This design comes from an exercise in tuning for small area, a short achievable clock period and few clock cycles on the open sky130 flow, not from production work.
Function was not checked in any run shown here: the RTL went through the layout flow alone.
Power is estimated from default activity; no workload was simulated.

`run.sh`:
```
#!/bin/bash
# synth_recipe.tcl (not shown) runs the flow's synth.tcl, then flattens the netlist and writes it again
# the make line also repeats each setting of config.mk as NAME=value (left out here)
make -C /OpenROAD-flow-scripts/flow DESIGN_CONFIG=/design/flow/config.mk WORK_HOME=/design/flow/orfs CLKGATE_MAP_FILE= SYNTH_SCRIPT=/design/flow/synth_recipe.tcl finish
```
`config.mk`:
```
export PLATFORM = sky130hd
export DESIGN_NAME = neuron_state_mem
export DESIGN_NICKNAME = neuron_state_mem
export VERILOG_FILES = /design/flow/design.v
export SDC_FILE = /design/flow/constraint.sdc
export NUM_CORES = 4
export LEC_CHECK = 0
export CAP_MARGIN = 20
export CORE_MARGIN = 2
export CORE_UTILIZATION = 50
export CTS_CLUSTER_DIAMETER = 120
export CTS_CLUSTER_SIZE = 26
export SETUP_SLACK_MARGIN = 2.2
export SLEW_MARGIN = 20
export SYNTH_HIERARCHICAL = 1
```
`constraint.sdc`:
```
create_clock -name core_clock -period 4.5 [get_ports {clk}]
set_input_delay 0.9000 -clock core_clock [delete_from_list [all_inputs] [get_ports {clk}]]
set_output_delay 0.9000 -clock core_clock [all_outputs]
set_load 0.01 [all_outputs]
```
`design.v`:
```
module neuron_state_mem #(
    parameter int DATA_W = 32,
    parameter int DEPTH  = 64,
    parameter int ADDR_W = $clog2(DEPTH)
) (
    input  logic              clk,
    input  logic              reset,
    input  logic              init_start,
    input  logic [DATA_W-1:0] init_value,
    output logic              init_busy,
    output logic              ready,
    input  logic              rd_en,
    input  logic [ADDR_W-1:0] rd_addr,
    output logic [DATA_W-1:0] rd_data,
    output logic              rd_valid,
    input  logic              wr_en,
    input  logic [ADDR_W-1:0] wr_addr,
    input  logic [DATA_W-1:0] wr_data
);
    logic                ready_q;
    logic                busy_q;
    logic [DATA_W-1:0]   init_q;
    logic [DEPTH-1:0]    stale_q;
    logic [DATA_W-1:0]   rd_data_q;
    logic                rd_valid_q;
    logic [DATA_W-1:0]   mem [DEPTH];
    logic                keep;
    assign ready     = ready_q;
    assign init_busy = busy_q;
    assign rd_data   = rd_data_q;
    assign rd_valid  = rd_valid_q;
    assign keep = ready_q && !init_start;
    logic [7:0]       lo_n, hi_n;       
    logic [DEPTH-1:0] sel;              
    logic             en, bypass, g, use_init;
    logic [DATA_W-1:0] rd_d;
    nsm_predec u_pd_lo (.a(rd_addr[2:0]), .y_n(lo_n));
    nsm_predec u_pd_hi (.a(rd_addr[5:3]), .y_n(hi_n));
    for (genvar i = 0; i < DEPTH; i++) begin : g_sel
        nsm_nor3 u_sel (.a(hi_n[i/8]), .b(lo_n[i%8]), .c(stale_q[i]), .y(sel[i]));
    end
    nsm_none u_none (.a(sel), .y(use_init));
    nsm_ctl u_ctl (.ready(ready_q), .rd_en(rd_en), .wr_en(wr_en), .rd_addr(rd_addr),
                   .wr_addr(wr_addr), .en(en), .bypass(bypass), .g(g));
    for (genvar b = 0; b < DATA_W; b++) begin : g_bit
        logic [DEPTH/2-1:0] x;    
        logic [7:0]         y;    
        logic [1:0]         z;    
        logic               e, ie, t;
        for (genvar j = 0; j < DEPTH/2; j++) begin : g_l1
            nsm_aoi22 u_x (.a1(sel[2*j]), .a2(mem[2*j][b]), .b1(sel[2*j+1]), .b2(mem[2*j+1][b]),
                           .y(x[j]));
        end
        for (genvar k = 0; k < 8; k++) begin : g_l2
            nsm_nand4 u_y (.a(x[4*k]), .b(x[4*k+1]), .c(x[4*k+2]), .d(x[4*k+3]), .y(y[k]));
        end
        for (genvar h = 0; h < 2; h++) begin : g_l3
            nsm_oai41 u_z (.a1(y[4*h]), .a2(y[4*h+1]), .a3(y[4*h+2]), .a4(y[4*h+3]), .b1(g),
                           .y(z[h]));
        end
        nsm_ao22 u_e (.a1(!en), .a2(rd_data_q[b]), .b1(en && bypass), .b2(wr_data[b]), .x(e));
        nsm_and2 u_ie (.a(g), .b(init_q[b]), .x(ie));
        nsm_aoi21 u_t (.a1(use_init), .a2(ie), .b1(e), .y(t));
        nsm_nand3 u_d (.a(t), .b(z[0]), .c(z[1]), .y(rd_d[b]));
    end
    always_ff @(posedge clk or negedge reset) begin
        if (!reset) begin
            ready_q    <= 1'b0;
            busy_q     <= 1'b1;
            rd_data_q  <= '0;
            rd_valid_q <= 1'b0;
        end else begin
            ready_q    <= 1'b1;
            busy_q     <= 1'b0;
            rd_valid_q <= en;
            rd_data_q  <= rd_d;
        end
    end
    always_ff @(posedge clk) begin
        if (!ready_q || init_start) init_q <= init_value;
        for (int i = 0; i < DEPTH; i++)
            stale_q[i] <= !(keep && (!stale_q[i] || (wr_en && wr_addr == ADDR_W'(i))));
    end
    always_ff @(posedge clk) begin
        if (wr_en) mem[wr_addr] <= wr_data;
    end
endmodule
module nsm_predec (
    input  logic [2:0] a,
    output logic [7:0] y_n
);
    always_comb for (int j = 0; j < 8; j++) y_n[j] = !(a == 3'(j));
endmodule
module nsm_ctl (
    input  logic       ready,
    input  logic       rd_en,
    input  logic       wr_en,
    input  logic [5:0] rd_addr,
    input  logic [5:0] wr_addr,
    output logic       en,
    output logic       bypass,
    output logic       g
);
    assign en     = ready && rd_en;
    assign bypass = wr_en && rd_addr == wr_addr;
    assign g      = en && !bypass;
endmodule
module nsm_none (
    input  logic [63:0] a,
    output logic        y
);
    assign y = !(|a);
endmodule
module nsm_nor3 (input logic a, b, c, output logic y);
    assign y = !(a || b || c);
endmodule
module nsm_aoi22 (input logic a1, a2, b1, b2, output logic y);
    assign y = !((a1 && a2) || (b1 && b2));
endmodule
module nsm_nand4 (input logic a, b, c, d, output logic y);
    assign y = !(a && b && c && d);
endmodule
module nsm_oai41 (input logic a1, a2, a3, a4, b1, output logic y);
    assign y = !((a1 || a2 || a3 || a4) && b1);
endmodule
module nsm_ao22 (input logic a1, a2, b1, b2, output logic x);
    assign x = (a1 && a2) || (b1 && b2);
endmodule
module nsm_and2 (input logic a, b, output logic x);
    assign x = a && b;
endmodule
module nsm_aoi21 (input logic a1, a2, b1, output logic y);
    assign y = !((a1 && a2) || b1);
endmodule
module nsm_nand3 (input logic a, b, c, output logic y);
    assign y = !(a && b && c);
endmodule
```
==> run summary, run 1 <==
* Most common library cell in the layout ignoring fill and taps: edfxtp_1
* Hold buffers post-CTS: 0
- After global routing the overflow that remains totals 0.
- The final layout contains routed wiring with a total length of ~270000 um.
* Net count, final: 4934
- Dividing the detail-routed via count by the number of cells gives 6.63.
- In the final routed layout, each cell accounts on average for 37.9 um.
* Startpoint types: input port
- The flow ran to the end and the layout has no timing, DRC or antenna violations.
- Starting DRC count in detailed routing: around 6500
- Worst supply voltage drop on vdd: 0.327 mV
* FFs w/ async S/R, synth: 0.0161
- Derived from the worst setup path, the maximum achievable clock frequency is 356 MHz.
* Fraction of final layout cells sized beyond drive strength 1: 0.434
- Clock sink total: 2179
- The initial antenna violation count is 23.
- CTS clk-pin slew, worst paths: 0.10 ns
* Count of port buffers added during placement: 115
- In the post-synthesis netlist, the biggest area contributors are edfxtp_1, a22oi_2, nand4_1.
- At the later pin of the worst-skew pair, clock insertion delay measures 0.78 ns.
- Total of endpoints with negative setup slack in the final report: 0
- The routed layout has 47100 vias.
* Portion of synthesized cell area occupied by the leading cell type: 0.749
* P per Cell Area: 343 nW/um^2
* Period utilisation layout: 0.624
- Total power: between 30 and 40 mW
- Final hold violations: 0
- The worst setup path is of the in -> reg kind.
- Residual DRC count: 0
- Max-cap viol count: 0
- Worst-case reg-to-reg path depth: 8
- The worst register-to-register path ends at rd_data_q[7].
- Once detail routing completed, the nets flagged for antenna violations numbered 0.
- Final standard cell utilization of the core: 0.599
- FF-to-FF Start: stale_q[58]
- Clock tree root buffer cell: clkbuf_16
* First-pass GRT wire length: approximately 370000 um
* Maximum number of pins on one net before global-route repair: 66
* Reported leakage power: 30.7 nW
- STA classifies the critical path endpoint as a flop.
- Growth of design area from synthesis to finish: 18.8%
- Die Area: 170000 um^2
- Cell area after technology mapping: around 83000 um^2
* Gr usage total: 0.313
- X dimension of the die: just over 400 um
* Number of iterations in the first detailed-routing pass: 5
- Clock tree synthesis inserted a total of 94 buffers.
- Clock tree from TritonCTS: done
* Number of slew-limit violations in the final report: 0
- The clock passes through at most 3 buffers.
- Effective utilization at floorplan: 0.505
- The via count of the first global-routing pass was 44300.
- For the worst setup path, the data required time is slightly above 5 ns.
* Data arrival at the endpoint of the critical path: approximately 3.4 ns
* Post-synth cell types: 47
* Post-synthesis sequential element count: approximately 2200
* Number of placement rows: 149
- Post-Synthesis Net Count: 4106
* Reg2Reg Setup Slack: 2.04 ns
* Clock skew: 0.0523 ns
- Worst Max-Slew Pin Slew: ~1.1 ns
* # IOs: approximately 120
- In this run the number of H-tree levels came out at 3.
* Share of the yosys chip area belonging to registers: 0.775
- The smallest clock period supported by the final layout is computed as 2.81 ns.
- Final estimated routing congestion in global placement: 0.883
* Commonest non-fill, non-tap cells in the layout: edfxtp_1, a22oi_2, buf_4
* Core area: 165000 um^2
- Yosys mapped a number of flops with a built-in enable equal to 2080.
- Number of warnings issued by yosys: 8
- Detailed placement ended at an HPWL of 163000 um.
- Worst slew margin relative to its limit: 0.243
- Crit path max fanout: 8
- Instance count of the mapped netlist: 4025
* Avg Inst Size Synth: around 21 um^2
- For this run, the leading register cell type out of synthesis is edfxtp_1.
- The die is 412 um tall.
* Setup repair after global routing missed its margin: true
- edfxtp_1 takes more of the synthesized area than any other cell.
- Hold WC Path Type: in -> async
-- area by class of cell --
class | count | area, um^2
diodes | 3 | 7.51
fillers | 12000 | 66200
repair buffers | 756 | 8840
flip-flops and latches | 2179 | 64600
inverters | 17 | 63.8
multi-input cells | 1805 | 20000
well taps | 2189 | 2740
clock buffers | 148 | 2640
clock inverters | 6 | 71.3
-- where the power goes --
part,switching (mW),internal (mW),leakage (nW)
Combinational,0.823,0.350,9.76
Clock,6.15,4.10,1.30
Sequential,0.180,22.4,19.7
-- state kept, by name (all words and copies together), names as in the netlist --
signal,count
mem,2048
rd_valid_q,1
busy_q,1
ready_q,1
stale_q,64
init_q,32
rd_data_q,32
-- Yosys cell counts, types with 9 or more instances --
cell type	instances
a21oi_2	32
a22o_1	32
a22oi_2	1024
and2_1	34
buf_2	12
dfrtp_1	34
dfxtp_1	64
edfxtp_1	2080
inv_1	16
nand2_1	56
nand3_1	39
nand3b_1	9
nand4_1	264
nor2_1	50
nor3_2	64
nor4_1	16
o21ai_0	32
o21ai_1	14
o41ai_2	64
-- per-stage QoR --
step	instance area, um^2	std cells	TNS (ns)	hold slack, ns	setup slack (ns)
final	99000	7103	0	0.226	1.69
after global routing	99000	7100	0	0.240	1.77
after CTS	98100	7035	0	0.196	1.79
after detailed placement	91100	6645	-6.20	0.476	-0.278
after global placement	91100	6643	-5.65	0.474	-0.270
after floorplan	83500	4025	0	0.439	0.230
-- routing by layer --
| layer | track usage | up-vias | share of wire |
|---|---|---|---|
| met4 | 0.124 | 6 | 0.050 |
| met3 | 0.0467 | 393 | 0.088 |
| met5 | 0 | - | 0.00014 |
| met2 | 0.487 | 2440 | 0.46 |
| li1 | - | 19100 | - |
| met1 | 0.447 | 25100 | 0.40 |
-- Yosys stat by module (local to each module, per instance), a selection --
| module | times used | cell area [um^2] |
|---|---|---|
| nsm_ao22 | 32 | 8.76 |
| nsm_oai41 | 64 | 16.3 |
| nsm_none | 1 | 144 |
| nsm_nor3 | 64 | 10.0 |
| nsm_aoi21 | 32 | 8.76 |
| nsm_aoi22 | 1024 | 12.5 |
| nsm_predec | 2 | 60.1 |
| nsm_and2 | 32 | 6.26 |
-- how the worst max path moves through the flow --
stage | end | slack (ns) | start | cells past startpoint
floorplan | rd_data_q[0] | 0.23 | rd_addr[0] | 7
global placement | rd_data_q[7] | -0.27 | rd_addr[3] | 11
detailed placement | rd_data_q[7] | -0.28 | rd_addr[3] | 11
CTS | rd_data_q[18] | 1.79 | rd_addr[1] | 12
global route | rd_data_q[17] | 1.77 | rd_addr[1] | 13
finish | rd_data_q[7] | 1.69 | rd_addr[1] | 12
-- critical path, cell delays in order --
cell and delay (ns):
buf_12 0.12, buf_8 0.13, or3b_4 0.24, buf_12 0.14, nor3_4 0.05, buf_6 0.13
buf_12 0.14, buf_4 0.15, a22oi_2 0.18, nand4_1 0.41, o41ai_4 0.67, nand3_1 0.16
-- logic make-up (layout without fill, tap and decap cells) --
kind of cell | count (synthesis) | count (layout) | synth area share
buf+inv | 41 | 927 | 0.00225
simple gates | 580 | 580 | 0.0442
compound gates | 1217 | 1217 | 0.178
xor+xnor | 6 | 6 | 0.000631
other cells | 2 | 5 | 0.0000901
flops | 2179 | 2179 | 0.775
-- repair_timing --
item	CTS	global route
resized for setup	505	65
setup endpoints to repair	2119	501
pin swaps	201	90
buffers inserted	206	59
gates cloned	30	5
==> run 2: changes to the inputs <==
--- a/design.v
+++ b/design.v
@@ -43,25 +43,15 @@
     nsm_ctl u_ctl (.ready(ready_q), .rd_en(rd_en), .wr_en(wr_en), .rd_addr(rd_addr),
                    .wr_addr(wr_addr), .en(en), .bypass(bypass), .g(g));
     for (genvar b = 0; b < DATA_W; b++) begin : g_bit
-        logic [DEPTH/2-1:0] x;    
-        logic [7:0]         y;    
-        logic [1:0]         z;    
-        logic               e, ie, t;
-        for (genvar j = 0; j < DEPTH/2; j++) begin : g_l1
-            nsm_aoi22 u_x (.a1(sel[2*j]), .a2(mem[2*j][b]), .b1(sel[2*j+1]), .b2(mem[2*j+1][b]),
-                           .y(x[j]));
+        logic [DEPTH-1:0] col;
+        logic             e, ie;
+        for (genvar i = 0; i < DEPTH; i++) begin : g_col
+            assign col[i] = mem[i][b];
         end
-        for (genvar k = 0; k < 8; k++) begin : g_l2
-            nsm_nand4 u_y (.a(x[4*k]), .b(x[4*k+1]), .c(x[4*k+2]), .d(x[4*k+3]), .y(y[k]));
-        end
-        for (genvar h = 0; h < 2; h++) begin : g_l3
-            nsm_oai41 u_z (.a1(y[4*h]), .a2(y[4*h+1]), .a3(y[4*h+2]), .a4(y[4*h+3]), .b1(g),
-                           .y(z[h]));
-        end
-        nsm_ao22 u_e (.a1(!en), .a2(rd_data_q[b]), .b1(en && bypass), .b2(wr_data[b]), .x(e));
-        nsm_and2 u_ie (.a(g), .b(init_q[b]), .x(ie));
-        nsm_aoi21 u_t (.a1(use_init), .a2(ie), .b1(e), .y(t));
-        nsm_nand3 u_d (.a(t), .b(z[0]), .c(z[1]), .y(rd_d[b]));
+        assign e  = (!en && rd_data_q[b]) || (en && bypass && wr_data[b]);
+        assign ie = g && init_q[b];
+        nsm_bitsel u_bit (.sel(sel), .m(col), .g(g), .use_init(use_init), .ie(ie), .e(e),
+                          .d(rd_d[b]));
     end
     always_ff @(posedge clk or negedge reset) begin
         if (!reset) begin
@@ -111,6 +101,27 @@
 );
     assign y = !(|a);
 endmodule
+module nsm_bitsel (
+    input  logic [63:0] sel,
+    input  logic [63:0] m,
+    input  logic        g,
+    input  logic        use_init,
+    input  logic        ie,
+    input  logic        e,
+    output logic        d
+);
+    logic [31:0] x;
+    logic [7:0]  y;
+    logic [1:0]  z;
+    logic        t;
+    always_comb begin
+        for (int j = 0; j < 32; j++) x[j] = !((sel[2*j] && m[2*j]) || (sel[2*j+1] && m[2*j+1]));
+        for (int k = 0; k < 8; k++)  y[k] = !(x[4*k] && x[4*k+1] && x[4*k+2] && x[4*k+3]);
+        for (int h = 0; h < 2; h++)  z[h] = !((y[4*h] || y[4*h+1] || y[4*h+2] || y[4*h+3]) && g);
+        t = !((use_init && ie) || e);
+        d = !(t && z[0] && z[1]);
+    end
+endmodule
 module nsm_nor3 (input logic a, b, c, output logic y);
     assign y = !(a || b || c);
 endmodule
==> run 2 against run 1 <==
- fmax is 6.1% lower
- combinational power is 8% lower
- critical path type unchanged
- clock-buffer cell count is 2 lower
- power is 0.73% lower
- synthesized area is 4.6% lower
- clock power hardly changed
==> run summary, run 2 <==
- Outcome: no timing/DRC/antenna violations
- The net count of the finished layout is about 4800.
- In the final layout, the registers with the most flip-flops are mem x2048, stale_q x64.
* Most frequent cells after synthesis: edfxtp_1, a22o_1, a221oi_1, a221oi_2, nand4_1
* Portion of synthesized cell area occupied by the leading cell type: 0.785
- Die Area: 162000 um^2
- Clock tree from TritonCTS: done
- The number of failing hold endpoints at the final stage came to 0.
- The final layout contains routed wiring with a total length of 258000 um.
- Crit path max fanout: 7
* Worst-case reg-to-reg path depth: 8
- Kind of end point of the critical path: flop
- A synthesized cell averages 20.4 um^2.
- By area the synthesized netlist is led by edfxtp_1, a22o_1, a221oi_2.
- Switching share of total power: 0.206
- Summed over all nets, the switching power comes to 6.96 mW.
- After detailed routing, the number of remaining DRC violations is 0.
- The placed instances occupy a cell area of 88100 um^2.
* Core area: 158000 um^2
- Detailed Place HPWL: 155000 um
- Number of synthesized flops with an enable pin: around 2100
- For the pin with the worst max-slew slack, the measured transition is 1.16 ns.
- Post-Synthesis Net Count: 3987
- Clock tree root buffer cell: clkbuf_16
- Data arrival at the endpoint of the critical path: 3.65 ns
* Number of buffers added by the clock tree synthesis step: 94
* Power share of the clock group: 0.301
- Of all cell types, the one taking the most synthesized area is edfxtp_1.
* Count of port buffers added during placement: between 100 and 150
- Leaving out fill and tap cells, the most frequent cells in the layout are edfxtp_1, a22o_1, buf_4.
* Starting DRC count in detailed routing: 6657
* Number of iterations in the first detailed-routing pass: 6
- Of the total power, combinational logic draws 0.032.
* Reg2Reg Setup Slack: 1.72 ns
- Worst slew margin relative to its limit: 0.229
* Max Buffers Root-to-Sink: 3
- Across every metal layer, demand over resource in global routing totals 0.313.
- The initial utilization of the core area, before any placement, comes to 0.503.
* Reported leakage power: 31.3 nW
- The share of the Yosys chip area taken by registers is 0.812.
* Register ranked first by flip-flop count: mem
- Cell area after technology mapping: a little under 80000 um^2
- The initial antenna violation count is 27.
- Prior to clock tree synthesis, the placed netlist has a worst setup slack of -0.231 ns.
- Final estimated routing congestion in global placement: 0.943
- CP Capture Point: rd_data_q[17]
- Final setup slack of the worst path: between 1.5 and 2 ns
- Final critical delay including setup and external delays: 2.99 ns
- Hold WC Path Type: in -> async
* X dimension of the die: roughly 400 um
- After clock tree synthesis, the clock-pin slew on the worst setup and hold paths is 0.11 ns.
- Entering global routing, the biggest net connects 66 pins.
- Post-synthesis sequential element count: roughly 2200
- Number of warnings issued by yosys: 9
- The register with the most flip-flops in the layout has just over 2000 of them.
* Vias in the first global route: 43400
* Post-route antenna net violation count: 0
* Clock skew: 0.0474 ns
* Post-layout instance area: 95200 um^2
- Setup violations remaining at the end of the flow were counted as 0.
* Timing startpoint of the critical path: rd_addr[0]
* P per Cell Area: 354 nW/um^2
* # IOs: between 100 and 150
- Vias per std cell: 6.77
- The critical path is of the in -> reg type.
- Clock sink total: 2179
- Filler cell count: 11400
* Worst-skew pair later-pin latency: 0.76 ns
- Flop pwr share: 0.667
* Chip height: ~400 um
* Data required time at the worst endpoint: 5.16 ns
- Hold buffers post-CTS: 0
- Leaving out fill and tap cells, the most frequent cell in the layout is edfxtp_1.
- The H-tree generated during clock tree synthesis spans 3 levels.
- Instance count of the mapped netlist: 3906
- The synthesized netlist contains 48 unique library cells.
* Most common cell in the synthesized netlist: edfxtp_1
- In the final layout, the share of cells above drive strength 1 is 0.284.
- In this run the critical register-to-register path is captured at rd_data_q[27].
- Predominant post-synthesis flop cell: edfxtp_1
* Setup repair after global routing missed its margin: true
- For this run, the top clock speed supported by timing is 334 MHz.
* Routed wire length per instance: 37.6 um
- Relative to the synthesized area, the layout overhead comes to 19.7%.
- Period utilisation layout: 0.664
- The floorplan has 146 rows.
- Worst supply voltage drop on vdd: 0.289 mV
* FF-to-FF Start: stale_q[14]
* Pint: 26.8 mW
- Startpoint types: input port
* Aggregate global routing overflow: 0
- Across the run, the number of max-cap violations was 0.
* FFs w/ async S/R, synth: 0.0161
- Number of slew-limit violations in the final report: 0
* Total via count after detailed routing: 46400
* First-pass GRT wire length: 352000 um
## run 2: cell families after synthesis
| kind of cell | count (synthesis) | synth area share |
|---|---|---|
| AND/OR/NAND/NOR | 484 | 0.0387 |
| buffers and inverters | 82 | 0.00429 |
| other | 2 | 0.0000944 |
| flip-flops | 2179 | 0.812 |
| AO/OA/AOI/OAI | 1153 | 0.144 |
| XOR/XNOR | 6 | 0.000661 |
## run 2: through the flow
| stage | setup TNS, ns | hold slack (ns) | std cells | utilization | power (mW) |
|---|---|---|---|---|---|
| 2_1_floorplan | 0 | 0.439 | 3906 | - | 23.1 |
| 3_3_place_gp | -5.94 | 0.477 | 6438 | 0.556 | 23.9 |
| 3_5_place_dp | -6.78 | 0.477 | 6444 | 0.557 | 23.9 |
| 4_1_cts | 0 | 0.204 | 6797 | 0.595 | 33.8 |
| 5_1_grt | 0 | 0.254 | 6842 | 0.601 | 34.5 |
| 6_report | 0 | 0.241 | 6852 | 0.602 | 33.7 |
## run 2: worst min-delay path by stage
stage	from	to	slack [ns]
5_1_grt	reset	rd_data_q[15]	0.25
3_3_place_gp	stale_q[55]	stale_q[55]	0.48
6_report	reset	rd_data_q[15]	0.24
3_5_place_dp	stale_q[39]	stale_q[39]	0.48
4_1_cts	reset	rd_data_q[15]	0.20
2_1_floorplan	stale_q[33]	stale_q[33]	0.44
## run 2: cell type report
type | instances | area [um^2] | area share
multi-input combinational | 1646 | 16600 | 0.174
inverter | 48 | 211 | 0.00222
sequential | 2179 | 64600 | 0.679
antenna | 10 | 25.0 | 0.000263
clock inverter | 7 | 101 | 0.00106
timing repair buffer | 744 | 8420 | 0.0885
tap | 2072 | 2590 | 0.0272
clock buffer | 146 | 2590 | 0.0272
## run 2: what timing repair did
action | CTS | global route
setup endpoints to repair | 2070 | 152
pin swaps | 170 | 72
setup buffers | 179 | 36
gates cloned | 21 | 8
resized for setup | 439 | 90
endpoints found under the hold margin | 0 | 0
## run 2: routing by layer
metal	part of all wire	up-vias	wire length (um)	track usage
met1	0.39	24400	101000	0.450
li1	-	18900	-	-
met5	0.00055	-	143	0
met4	0.037	20	9450	0.103
met3	0.11	370	29400	0.0664
met2	0.46	2686	118000	0.480
## run 2: Yosys stat by module, one instance, submodules excluded
module            times used  cell area, um^2
nsm_ctl                    1             82.6
nsm_nor3                  64             10.0
nsm_none                   1              144
nsm_predec                 2             60.1
neuron_state_mem           1            66600
nsm_bitsel                32              373
## run 2: critical path: stages
cell and delay, ns:
buf_12 0.12, nand3b_1 0.24, buf_4 0.17, buf_6 0.13, buf_6 0.11, nor3_4 0.10, buf_6 0.19, a221oi_4 0.28
nand4_1 0.32, buf_6 0.25, or4_4 0.52, a221o_1 0.31
## run 2: power groups by stage
| stage | clock network, mW | logic [mW] | registers, mW |
|---|---|---|---|
| 6_report | 10.2 | 1.08 | 22.5 |
| 5_1_grt | 10.9 | 1.12 | 22.5 |
| 4_1_cts | 10.2 | 1.04 | 22.5 |
| 3_5_place_dp | 0 | 0.997 | 22.9 |
| 3_3_place_gp | 0 | 0.973 | 22.9 |
| 2_1_floorplan | 0 | 0.247 | 22.9 |

re-timing with driven ports:
How much do the figures lean on ideal ports? The routed layouts below were timed once more, with nothing changed but the port constraints.
Step 1 (the two cells are an assumption about what drives the block):
set clk [get_ports {clk}]
set_driving_cell -lib_cell sky130_fd_sc_hd__clkbuf_16 $clk
set_driving_cell -lib_cell sky130_fd_sc_hd__buf_2 [delete_from_list [all_inputs] $clk]
Step 2 moves the port delays by t, midway between the first and last clock arrival at a register: inputs arrive t later, outputs are due t later. That takes back most of the time a late clock gives input paths.
Slacks: ideal / step 1 / step 2; pairs: ideal / step 1.
run | shift t [ns] | setup WS [ns] | cell pins on the clock port's net
run 1 | 0.838 | 1.693 / 1.721 / 0.883 | 1
run 2 | 0.828 | 1.510 / 1.339 / 0.511 | 1
After both steps setup and hold are still met in every run listed. The setup slack of run 2, which loses most, moves by -0.171 ns with the drivers and by -0.999 ns with both steps.
